Background: an optimization exercise with open tools, aiming at small area. Do not read the settings as production practice. Only simulation tests tie the RTL to the original design; equivalence was not proved. Power figures rest on the tool's default switching activity, not on a simulated workload.

== run A ==
Design decimal_rounding_unit_core, start of the top module:
module decimal_rounding_unit_core (
  input  logic        clk_i,
  input  logic        rst_ni,
  input  logic        start_i,
  output logic        busy_o,
  input  logic [50:0] in_i,
  output logic        done_o,
  output logic [48:0] result_o,
  input  logic        cfg_we_i,
  input  logic [2:0]  cfg_data_i
);
Settings: LEC_CHECK=0, CAP_MARGIN=20, CORE_MARGIN=2, CORE_UTILIZATION=40, GPL_TIMING_DRIVEN=0, SETUP_SLACK_MARGIN=0.1, SLEW_MARGIN=20, SYNTH_HIERARCHICAL=1; clock period 6.0 ns.
standard.sh (not shown) runs the stock make flow with config.mk's settings and CLKGATE_MAP_FILE= SYNTH_SCRIPT=/design/flow/synth_recipe.tcl, a recipe that flattens the netlist after the stock synthesis.
==> flow/flow/run.sh <==
#!/bin/bash
# Standard ORFS layout (the standard.sh, unchanged synthesis), with the port buffers
# made of the smallest buffer cell instead of the default choice.
set -euo pipefail
bash standard.sh "BUFFER_PORTS_ARGS=-buffer_cell sky130_fd_sc_hd__buf_1" finish > standard_make.log 2>&1
Here is what was changed in the inputs of run B compared with run A.
==> flow/flow/run.sh <==
#!/bin/bash
# Standard ORFS layout (the standard.sh, unchanged synthesis), with the port buffers
# made of the smallest buffer cell and no dummy clock loads in clock tree synthesis.
set -euo pipefail
bash standard.sh "BUFFER_PORTS_ARGS=-buffer_cell sky130_fd_sc_hd__buf_1" \
  "CTS_ARGS=-sink_clustering_enable -repair_clock_nets -dont_use_dummy_load -buf_list sky130_fd_sc_hd__clkbuf_8 -sink_clustering_size 16 -sink_clustering_max_diameter 80" finish > standard_make.log 2>&1
Findings:
- Remaining max-slew budget at the tightest pin (run B over run A): increase, 3.6 points
- The data required time at the worst endpoint on run B is in line with that on run A.
- Run B vs run A on portion of total power attributed to the clock network: run B is the lower one.
### run B -> run C
==> flow/flow/run.sh <==
#!/bin/bash
# Standard ORFS layout (the standard.sh, unchanged synthesis), with the port buffers
# made of the smallest buffer cell and no dummy clock loads in clock tree synthesis.
set -euo pipefail
bash standard.sh "BUFFER_PORTS_ARGS=-buffer_cell sky130_fd_sc_hd__buf_1" \
  "CTS_ARGS=-sink_clustering_enable -repair_clock_nets -dont_use_dummy_load -buf_list sky130_fd_sc_hd__clkbuf_8" finish > standard_make.log 2>&1
Results
From run B to run C the numbers moved as follows: total power of the final layout went up by 2.5%; die outline height was more or less identical.
Overall track demand over capacity in global routing came out higher on run C than on run B.
Of the two values seen for highest-delay cell along the critical path, sky130_fd_sc_hd__a2111oi_0 was produced by run C and sky130_fd_sc_hd__dfstp_2 by run B.
On clock power, the higher figure sits with run C, not run B.
Edits applied to the flow inputs when going from run C to run D:
==> flow/flow/run.sh <==
#!/bin/bash
# Standard ORFS layout (the standard.sh, unchanged synthesis), with the port buffers
# made of the smallest buffer cell and no dummy clock loads in clock tree synthesis.
set -euo pipefail
bash standard.sh "BUFFER_PORTS_ARGS=-buffer_cell sky130_fd_sc_hd__buf_1" \
  "CTS_ARGS=-sink_clustering_enable -repair_clock_nets -dont_use_dummy_load -buf_list sky130_fd_sc_hd__clkbuf_16 -sink_clustering_size 25 -sink_clustering_max_diameter 80" finish > standard_make.log 2>&1
Notes after the runs:
Run C → run D: multi-input combinational area share rose by 0.33 points, part of the power in combinational logic rose by 0.6 points, post-route total power fell by 0.66%, combined buffer and inverter count along the critical path rose by 3.
Via count essentially unchanged between run C and run D.
Every stage of the flow completed for run D, and the final layout passed the timing, DRC and antenna checks.


xenon:
decimal_rounding_unit_core, a different RTL version from the one above (not shown whole).
Size in the first run: roughly 1900 cells after synthesis, roughly 110 I/O pins, roughly 0.018 sq mm of cells after synthesis.
==> flow/design.v (excerpt) <==
module decimal_rounding_unit_core (
  input  logic        clk_i,
  input  logic        rst_ni,
  input  logic        start_i,
  output logic        busy_o,
  input  logic [50:0] in_i,
  output logic        done_o,
  output logic [48:0] result_o,
  input  logic        cfg_we_i,
  input  logic [2:0]  cfg_data_i
);
  assign busy_o = 1'b0;
  logic [6:1] ks, ks_d;
  always_comb begin
    ks_d = '0;
    case (cfg_data_i)
      3'd0: ks_d[6] = 1'b1;
      3'd1: ks_d[5] = 1'b1;
      3'd2: ks_d[4] = 1'b1;
      3'd3: ks_d[3] = 1'b1;
      3'd4: ks_d[2] = 1'b1;
      3'd5: ks_d[1] = 1'b1;
      default: ;
    endcase
  end
  always_ff @(posedge clk_i or negedge rst_ni) begin
    if (!rst_ni) ks <= 6'b001000;
    else if (cfg_we_i) ks <= ks_d;
  end
  wire kany = |ks;
  wire [47:0] u = in_i[50:3];
  wire [17:0] s1;
  wire s1_1, s1_2;
  dru_fa u_s1_1 (.a(~u[43]), .b(u[42]), .c(u[41]), .s(s1_1), .co(s1_2));
  wire s1_3, s1_4;
  dru_ha u_s1_3 (.a(1'b1), .b(~u[45]), .s(s1_3), .co(s1_4));
  wire s1_5, s1_6;
  dru_fa u_s1_5 (.a(1'b1), .b(~u[46]), .c(~u[44]), .s(s1_5), .co(s1_6));
  wire s1_7, s1_8;
  dru_fa u_s1_7 (.a(u[42]), .b(~u[41]), .c(u[40]), .s(s1_7), .co(s1_8));
  wire s1_9, s1_10;
  dru_fa u_s1_9 (.a(1'b1), .b(u[47]), .c(~u[45]), .s(s1_9), .co(s1_10));
  wire s1_11, s1_12;
  dru_fa u_s1_11 (.a(1'b1), .b(~u[46]), .c(~u[43]), .s(s1_11), .co(s1_12));
  wire s1_13, s1_14;
  dru_fa u_s1_13 (.a(u[42]), .b(u[41]), .c(u[39]), .s(s1_13), .co(s1_14));
  wire s1_15, s1_16;
  dru_ha u_s1_15 (.a(u[47]), .b(~u[44]), .s(s1_15), .co(s1_16));
  wire s1_17, s1_18;
  dru_fa u_s1_17 (.a(1'b1), .b(~u[45]), .c(~u[43]), .s(s1_17), .co(s1_18));
  wire s1_19, s1_20;
  dru_fa u_s1_19 (.a(1'b1), .b(u[47]), .c(~u[45]), .s(s1_19), .co(s1_20));
  wire s1_21, s1_22;
  ...
clock: 6.0 ns
lec_check: 0
cap_margin: 20
core_margin: 2
core_utilization: 40
cts_buf_list: sky130_fd_sc_hd__clkbuf_4
cts_cluster_size: 20
gpl_timing_driven: 0
setup_slack_margin: 0.3
slew_margin: 20
synth_hierarchical: 1
run.sh (not shown) runs the stock make flow with config.mk's settings and CLKGATE_MAP_FILE= SYNTH_SCRIPT=/design/flow/synth_recipe.tcl, a recipe that flattens the netlist after the stock synthesis.
Stock flow here: none of the scripts above is used.
Input changes introduced in onyx (baseline for comparison: xenon):
-- flow/config.mk --
<<< xenon, line 10
export CORE_UTILIZATION = 40
export CTS_BUF_LIST = sky130_fd_sc_hd__clkbuf_4
export CTS_CLUSTER_SIZE = 20
export GPL_TIMING_DRIVEN = 0
>>> onyx, line 10
export CORE_UTILIZATION = 40
export GPL_TIMING_DRIVEN = 0
[summary]
- onyx: setup slack of the most critical reg-to-reg path lower than xenon
- In terms of register clock-pin slew on the reported worst setup and hold paths, xenon and onyx differ only marginally.
- Between xenon and onyx, the post-route clock period utilization is lower for xenon.
- Compared with xenon, the router placed fewer vias in onyx.
What raven does differently from onyx at the input level:
==> flow/flow/run.sh (new file) <==
#!/bin/bash
# Standard ORFS layout (the standard.sh, unchanged synthesis), with the port buffers
# made of the smallest buffer cell instead of the default choice.
set -euo pipefail
bash standard.sh "BUFFER_PORTS_ARGS=-buffer_cell sky130_fd_sc_hd__buf_1" finish > standard_make.log 2>&1
==> flow/standard.sh (new file) <==
#!/bin/bash
# synth_recipe.tcl (not shown) runs the flow's synth.tcl, then flattens the netlist and writes it again
# the make line also repeats each setting of config.mk as NAME=value (left out here)
make -C /OpenROAD-flow-scripts/flow DESIGN_CONFIG=/design/flow/config.mk WORK_HOME=/design/flow/orfs CLKGATE_MAP_FILE= SYNTH_SCRIPT=/design/flow/synth_recipe.tcl "${@:-finish}"
-- flow/config.mk --
<<< onyx, line 11
export GPL_TIMING_DRIVEN = 0
export SETUP_SLACK_MARGIN = 0.3
export SLEW_MARGIN = 20
>>> raven, line 11
export GPL_TIMING_DRIVEN = 0
export SETUP_SLACK_MARGIN = 0.15
export SLEW_MARGIN = 20
removed: flow/run.sh
--- outcome ---
Status: via count of the first global-routing pass parity (raven, onyx). Comparing the two runs side by side, raven comes out behind onyx on half-perimeter wire length of the detailed placement result. vb_t[7] as the startpoint of the most critical setup path was reported by raven, and vb_t[9] by onyx. The maximum operating frequency in raven sits 0.0015 GHz below the value recorded for onyx. Delta (raven minus onyx): least setup slack across all paths after layout went down by 0.050 ns; global-route usage shows an increase of 1.2 points.
diff inputs: raven => nickel
-- flow/config.mk --
<<< raven, line 11
export GPL_TIMING_DRIVEN = 0
export SETUP_SLACK_MARGIN = 0.15
export SLEW_MARGIN = 20
>>> nickel, line 11
export GPL_TIMING_DRIVEN = 0
export SETUP_SLACK_MARGIN = 0.2
export SLEW_MARGIN = 20
### Flow results
nickel completed end to end with timing, DRC and antenna clean.
The share of the clock period used by the worst path after layout reported for nickel is smaller than that of raven by 0.78 points.
| fraction of power spent switching nets | nickel vs raven | ≈ equal |
raven → nickel: part of the total power dissipated in the clock network has remained practically unchanged, sequential share of cell area has remained practically unchanged, post-cts repair resize count has increased, met2 track demand over resource in global routing has remained practically unchanged.
Compared with raven, in nickel first-pass GRT wire length about even; wire length about even.

==> afterwards: timing with drivers on the ports <==
The flow's constraints put no driver on any port. The routed layouts listed below were extracted and timed again, unchanged, in two steps.
Step 1, drivers: a clkbuf_16 drives clk_i and a buf_2 each remaining input, both assumed.
Step 2 moves the port delays by t, midway between the first and last clock arrival at a register: inputs arrive t later, outputs are due t later. That takes back most of the time a late clock gives input paths.
a / b / c = ideal ports / drivers / drivers and shift; a / b = the first two.
run	t (ns)	setup WS [ns]	hold slack, ns	clock arrival spread, ns	worst data-port slew with drivers (ns)
run A	0.619	0.238 / 0.238 / -0.072	0.301 / 0.301 / 0.301	0.036 / 0.036	0.06
run B	0.601	0.252 / 0.252 / -0.108	0.312 / 0.312 / 0.312	0.062 / 0.062	0.06
run C	0.601	0.158 / 0.158 / -0.116	0.288 / 0.288 / 0.288	0.080 / 0.079	0.06
run D	0.555	0.262 / 0.262 / -0.060	0.300 / 0.300 / 0.300	0.050 / 0.050	0.06
xenon	0.830	0.392 / 0.392 / -0.308	0.257 / 0.257 / 0.257	0.153 / 0.153	0.07
onyx	0.605	0.325 / 0.325 / -0.112	0.326 / 0.326 / 0.326	0.032 / 0.031	0.07
raven	0.599	0.275 / 0.275 / -0.048	0.314 / 0.314 / 0.314	0.029 / 0.029	0.05
nickel	0.599	0.322 / 0.322 / -0.045	0.314 / 0.314 / 0.314	0.028 / 0.029	0.05
With both steps, setup timing fails in every run listed, where it was met with ideal ports. The setup slack of xenon, which loses most, moves by 0.000 ns with the drivers and by -0.700 ns with both steps.
